Source: an optimization exercise on an open RTL-to-GDS flow (aim: a short achievable clock period). Production flows keep margins and buffers that such runs may drop. Function was checked by simulation only, so behaviour that the tests miss may differ from the original. Power figures rest on the tool's default switching activity, not on a simulated workload.

==> flow/design.v (excerpt) <==
module stack_cpu
(
  input  logic        clk,
  input  logic        rst_n,
  output logic [15:0] imem_addr,
  input  logic [15:0] insn,
  output logic [15:0] dmem_addr,
  output logic [15:0] dmem_wdata,
  output logic        dmem_we,
  output logic        dmem_re,
  output logic        dmem_byte,
  input  logic [15:0] dmem_rdata
);
  logic [15:0] ip, fp, isr;
  logic [15:0] top0, top1;           
  logic [15:0] dmem_stk [16];        
  logic [4:0]  depth;                
  logic [15:0] cmem [16];            
  logic [4:0]  cptr;                 
  logic [15:0] ctop;                 
  logic [15:0] ip2;
  assign ip2 = ip + 16'd2;
  logic [3:0] op;
  logic [1:0] asel;
  logic is_lit, is_j, is_jc, is_b, is_w, is_6, is_alu, is_sys;
  assign op     = insn[15:12];
  assign asel   = insn[11:10];
  assign is_lit = insn[15];
  assign is_j   = op == 4'b0000;
  assign is_jc  = op == 4'b0001;
  assign is_b   = insn[15:13] == 3'b001 || op == 4'b0101;   
  assign is_w   = op == 4'b0100;                             
  assign is_6   = op == 4'b0110;                             
  assign is_alu = op == 4'b0111 && !insn[11];
  assign is_sys = op == 4'b0111 && insn[11];
  logic [15:0] tn_sum, tn_dif, tn_shl, tn_shr, t_step, alu_tn;
  logic        t_zero, tn_eq, tn_lt;
  assign tn_sum = top0 + top1;
  assign tn_dif = top0 - top1;
  assign tn_shl = top0 << top1[3:0];
  assign tn_shr = top0 >> top1[3:0];
  ...
Size in the first run: roughly 3200 cells after synthesis.
make LEC_CHECK=0 ABC_CLOCK_PERIOD_IN_PS=2000 CAP_MARGIN=20 CORE_MARGIN=2 CORE_UTILIZATION=40 PLACE_DENSITY=0.6 SETUP_SLACK_MARGIN=5 SLEW_MARGIN=20 SYNTH_HIERARCHICAL=1 SYNTH_MINIMUM_KEEP_SIZE=0 finish   # period 12.5 ns
run.sh (not shown) runs the stock make flow with config.mk's settings and CLKGATE_MAP_FILE= SYNTH_SCRIPT=/design/flow/synth_recipe.tcl, a recipe that flattens the netlist after the stock synthesis.
Rerun with:
==> flow/flow/run.sh (new file) <==
#!/bin/bash
set -euo pipefail
export SETUP_SLACK_MARGIN=8
bash standard.sh > standard.log 2>&1
==> flow/standard.sh (new file) <==
#!/bin/bash
# synth_recipe.tcl (not shown) runs the flow's synth.tcl, then flattens the netlist and writes it again
# the make line also repeats each setting of config.mk as NAME=value (left out here)
make -C /OpenROAD-flow-scripts/flow DESIGN_CONFIG=/design/flow/config.mk WORK_HOME=/design/flow/orfs CLKGATE_MAP_FILE= SYNTH_SCRIPT=/design/flow/synth_recipe.tcl "${@:-finish}"
- SETUP_SLACK_MARGIN: 5 -> not set
removed: flow/run.sh
Effect: The changed run completed with no timing, DRC or antenna violations. Sequential share of layout area came out lower by 4.0 points. Cell count rises by 5.3%. Setup slack improves by 0.055 ns. Maximum frequency came out higher by 0.73%. Worst hold slack improved by 0.0066 ns. Global-route usage increases by 0.80 points. Critical path depth goes up by 1. Clock power fell by about 3%. Power came out higher by 3.7%. First-iteration DRC count is higher by 14%.

* * *

Another version of the RTL of stack_cpu (not shown whole).
Size: about 3600 cells after synthesis, about 85 I/O pins, about 40000 um2 of cells after synthesis.
Design stack_cpu, start of the top module:
module stack_cpu
(
  input  logic        clk,
  input  logic        rst_n,
  output logic [15:0] imem_addr,
  input  logic [15:0] insn,
  output logic [15:0] dmem_addr,
  output logic [15:0] dmem_wdata,
  output logic        dmem_we,
  output logic        dmem_re,
  output logic        dmem_byte,
  input  logic [15:0] dmem_rdata
);
  logic [15:0] ip, fp, isr;
  logic [15:0] top0, top1;           
  logic [15:0] dmem_stk [16];        
  logic [4:0]  depth;                
  logic [15:0] cmem [16];            
  logic [4:0]  cptr;                 
  logic [15:0] ctop;                 
  logic [15:0] ip2;
  logic [3:0] op;
  logic [1:0] asel;
  logic is_lit, is_j, is_jc, is_b, is_w, is_6, is_alu, is_sys;
  assign op     = insn[15:12];
  assign asel   = insn[11:10];
  assign is_lit = insn[15];
  assign is_j   = op == 4'b0000;
  assign is_jc  = op == 4'b0001;
  assign is_b   = insn[15:13] == 3'b001 || op == 4'b0101;   
  assign is_w   = op == 4'b0100;                             
  assign is_6   = op == 4'b0110;                             
  assign is_alu = op == 4'b0111 && !insn[11];
  assign is_sys = op == 4'b0111 && insn[11];
  logic [15:0] tn_sum, tn_dif, tn_and, tn_or, tn_xor, tn_shl, tn_shr, t_addz, t_addnz;
  logic        t_zero, tn_eq, tn_lt;
  logic [5:0]  t_hp;
  alu_pre u_alu_pre (.t(top0), .n(top1), .tn_sum(tn_sum), .tn_dif(tn_dif), .tn_and(tn_and),
                     .tn_or(tn_or), .tn_xor(tn_xor), .tn_shl(tn_shl), .tn_shr(tn_shr),
                     .tn_eq(tn_eq), .tn_lt(tn_lt), .t_addz(t_addz), .t_addnz(t_addnz),
  ...
export LEC_CHECK = 0
export ABC_CLOCK_PERIOD_IN_PS = 500
export CAP_MARGIN = 20
export CORE_MARGIN = 2
export CORE_UTILIZATION = 40
export PLACE_DENSITY = 0.6
export SLEW_MARGIN = 20
export SYNTH_HIERARCHICAL = 1
export SYNTH_MINIMUM_KEEP_SIZE = 0
export TNS_END_PERCENT = 10
create_clock -name core_clock -period 12.5 [get_ports {clk}]
standard.sh (not shown) runs the stock make flow with config.mk's settings and CLKGATE_MAP_FILE= SYNTH_SCRIPT=/design/flow/synth_recipe.tcl, a recipe that flattens the netlist after the stock synthesis.
==> flow/flow/run.sh <==
#!/bin/bash
set -euo pipefail
export SETUP_SLACK_MARGIN=7.5
export BUFFER_PORTS_ARGS="-buffer_cell sky130_fd_sc_hd__buf_6"
bash standard.sh > standard.log 2>&1
The baseline finished clean.
Rerun with:
- ABC_CLOCK_PERIOD_IN_PS: 500 -> 2000
- CORE_UTILIZATION: 40 -> 55
- PLACE_DENSITY: 0.6 -> 0.7
Via count is higher by 1.2%.
Setup slack is worse by 88 ps.
Flip-flop and latch count does not change.
Worst hold slack is worse by 13 ps.
Core utilization is higher by 17 points.
Synthesized cell count is unchanged.
First-iteration DRC count is higher by 13%.
Wire length is lower by 4.8%.

* * *

the reference run:
Another version of the RTL of stack_cpu (not shown whole).
For scale: roughly 600 flip-flops, about 85 I/O pins, roughly 36,000 sq um of cells after synthesis.
make LEC_CHECK=0 CAP_MARGIN=20 CORE_MARGIN=2 CORE_UTILIZATION=40 PLACE_DENSITY=0.6 SLEW_MARGIN=20 finish   # period 12.5 ns
run.sh (not shown) runs the stock make flow with config.mk's settings and CLKGATE_MAP_FILE= SYNTH_SCRIPT=/design/flow/synth_recipe.tcl, a recipe that flattens the netlist after the stock synthesis.
Stock flow here: none of the scripts above is used.
No stage failed in the reference run, and the final checks on the layout all came back clean.
diff inputs: the reference run => the trial run
Settings: an added SETUP_SLACK_MARGIN of 5; an added ABC_CLOCK_PERIOD_IN_PS of 2000.
### Flow results
- Diff the trial run..the reference run | post-synthesis cell type count | negligible
- The reference run has lower utilization than the trial run.
- The trial run did not stop at any stage, and its layout met the timing, design-rule and antenna checks.
- Sort the trial run and the reference run by achievable clock frequency, ascending, and the reference run comes first.
- Worst ir drop on vdd: the trial run vs the reference run down 0.39%
- Worst slack after detailed placement: the trial run better than the reference run
- There was hardly any difference in fraction of met2 tracks used by global routing between the trial run and the reference run.
- Looking at slack of the critical path, the trial run sits above the reference run.
- For the reference run, the top layer used by detailed routing was met4, unlike the trial run, where it was met5.
- Per the comparison of the trial run with the reference run, static power due to leakage moved up, switching component of the power moved up, minimum clock period after layout moved down, layout clock buffer count moved down.

* * *

stack_cpu with an RTL version that a note above also has.
Size: ~3600 cells after synthesis, roughly 0.040 mm^2 of cells after synthesis.
Settings: LEC_CHECK=0, ABC_CLOCK_PERIOD_IN_PS=2000, CAP_MARGIN=20, CORE_MARGIN=2, CORE_UTILIZATION=40, PLACE_DENSITY=0.6, SLEW_MARGIN=20, SYNTH_HIERARCHICAL=1, SYNTH_MINIMUM_KEEP_SIZE=0, TNS_END_PERCENT=10; clock period 12.5 ns.
standard.sh (not shown) runs the stock make flow with config.mk's settings and CLKGATE_MAP_FILE= SYNTH_SCRIPT=/design/flow/synth_recipe.tcl, a recipe that flattens the netlist after the stock synthesis.
==> flow/flow/run.sh <==
#!/bin/bash
set -euo pipefail
export SETUP_SLACK_MARGIN=6.2
export BUFFER_PORTS_ARGS="-buffer_cell sky130_fd_sc_hd__buf_6"
bash standard.sh > standard.log 2>&1
Next try:
==> flow/flow/run.sh (replaced) <==
#!/bin/bash
set -euo pipefail
export SETUP_SLACK_MARGIN=7.5
export BUFFER_PORTS_ARGS="-buffer_cell sky130_fd_sc_hd__buf_6"
bash standard.sh MATCH_CELL_FOOTPRINT=0 finish > standard.log 2>&1
Result: Clock-buffer cell count went down by 4. Worst hold slack is about the same. Final cell count went up by 0.40%. Setup slack is about the same. Total power went up by 0.34%. Cell area went up by 0.77%. Register-to-register slack degrades by 0.10 ns. Sequential cell count stays the same.
Next try:
==> flow/flow/run.sh (replaced) <==
#!/bin/bash
set -euo pipefail
export SETUP_SLACK_MARGIN=7.5
export BUFFER_PORTS_ARGS="-buffer_cell sky130_fd_sc_hd__buf_6"
bash standard.sh > standard.log 2>&1
- PLACE_DENSITY: 0.6 -> 0.45
Synthesized cell count stays the same.
Worst hold slack gets better by 0.0062 ns.
Design area goes up by 0.65%.
Worst setup slack is worse by 0.15 ns.
Power rises by 1.8%.
Synthesized area does not change.
Die area stays the same.
Clock-buffer cell count climbs by 4.
Next try:
- PLACE_DENSITY: 0.45 -> 0.6
Effect:
- clock-buffer cell count fell by 14
- wire length fell by 11%
- register-to-register slack is better by 0.41 ns
- final area goes up by 0.72%
- sequential power stays flat
- synthesized area does not change
Next try:
==> flow/flow/run.sh (replaced) <==
#!/bin/bash
set -euo pipefail
export SETUP_SLACK_MARGIN=9
export BUFFER_PORTS_ARGS="-buffer_cell sky130_fd_sc_hd__buf_6"
bash standard.sh > standard.log 2>&1
Result: The changed run passed the timing, design-rule and antenna checks; count of clock-buffer cells in the layout climbs by 7; setup slack degrades by 0.016 ns; non-clock buffer count climbs by 71; routed wire length climbs slightly; final cell count climbs slightly; fmax barely changes; hold slack degrades by 0.020 ns; global-route usage stays flat; combinational power climbs slightly; cell area climbs by a few percent.
Next try:
==> flow/flow/run.sh (replaced) <==
#!/bin/bash
set -euo pipefail
export SETUP_SLACK_MARGIN=7.5
export BUFFER_PORTS_ARGS="-buffer_cell sky130_fd_sc_hd__buf_6"
bash standard.sh > standard.log 2>&1
- TNS_END_PERCENT: 10 -> 100
Final area is lower slightly.
Wire length barely changes.
Sequential share of layout area grows by 0.14 points.
First-iteration DRC count came out lower by a few percent.
Via count is about the same.
Power shrinks slightly.
Critical path depth goes up by 1.
Hold slack improved by 0.0070 ns.
Clock-buffer cell count came out higher by 4.
Global-route usage increases by 0.23 points.

-- separate check: timing with driven ports --
The results above use ideal ports. As a check the final layouts listed here were re-extracted and re-timed, cells and wires unchanged.
Step 1 assumes that a clkbuf_16 drives the clock port and a buf_2 every other input.
Step 2 times the ports against the registers' clock, not the clock port: input delays grow and output delays shrink by t, the midpoint of the rising clock arrivals with the driver on.
Slacks: ideal / step 1 / step 2; pairs: ideal / step 1.
run | t, ns | setup slack, ns | hold WS [ns] | worst setup path after step 2 | worst data-port slew with drivers (ns)
the first run of note 1 | 0.691 | 4.840 / 4.773 / 4.773 | 0.507 / 0.507 / 0.507 | input to output | 0.16
the second run of note 1 | 0.677 | 4.896 / 4.794 / 4.264 | 0.513 / 0.513 / 0.513 | input to register | 0.17
the first run of note 2 | 0.708 | 5.545 / 5.296 / 5.296 | 0.498 / 0.498 / 0.498 | input to output | 0.27
the second run of note 2 | 0.654 | 5.456 / 5.112 / 5.112 | 0.486 / 0.486 / 0.486 | input to output | 0.38
the reference run | 0.684 | 0.977 / 0.957 / 0.957 | 0.507 / 0.507 / 0.507 | input to output | 0.14
the trial run | 0.677 | 3.206 / 3.168 / 3.168 | 0.512 / 0.512 / 0.512 | input to output | 0.12
the first run of note 4 | 0.685 | 5.511 / 5.263 / 5.263 | 0.488 / 0.488 / 0.488 | input to output | 0.29
the second run of note 4 | 0.702 | 5.511 / 5.287 / 5.287 | 0.491 / 0.491 / 0.491 | input to output | 0.31
the third run of note 4 | 0.677 | 5.366 / 5.063 / 5.063 | 0.497 / 0.497 / 0.497 | input to output | 0.39
the fourth run of note 4 | 0.708 | 5.545 / 5.296 / 5.296 | 0.498 / 0.498 / 0.498 | input to output | 0.27
the fifth run of note 4 | 0.717 | 5.529 / 5.263 / 5.263 | 0.479 / 0.479 / 0.479 | input to output | 0.33
the sixth run of note 4 | 0.708 | 5.422 / 5.125 / 5.125 | 0.486 / 0.486 / 0.486 | input to output | 0.39
After both steps setup and hold are still met in every run listed. The setup slack of the second run of note 1, which loses most, moves by -0.102 ns with the drivers and by -0.632 ns with both steps.
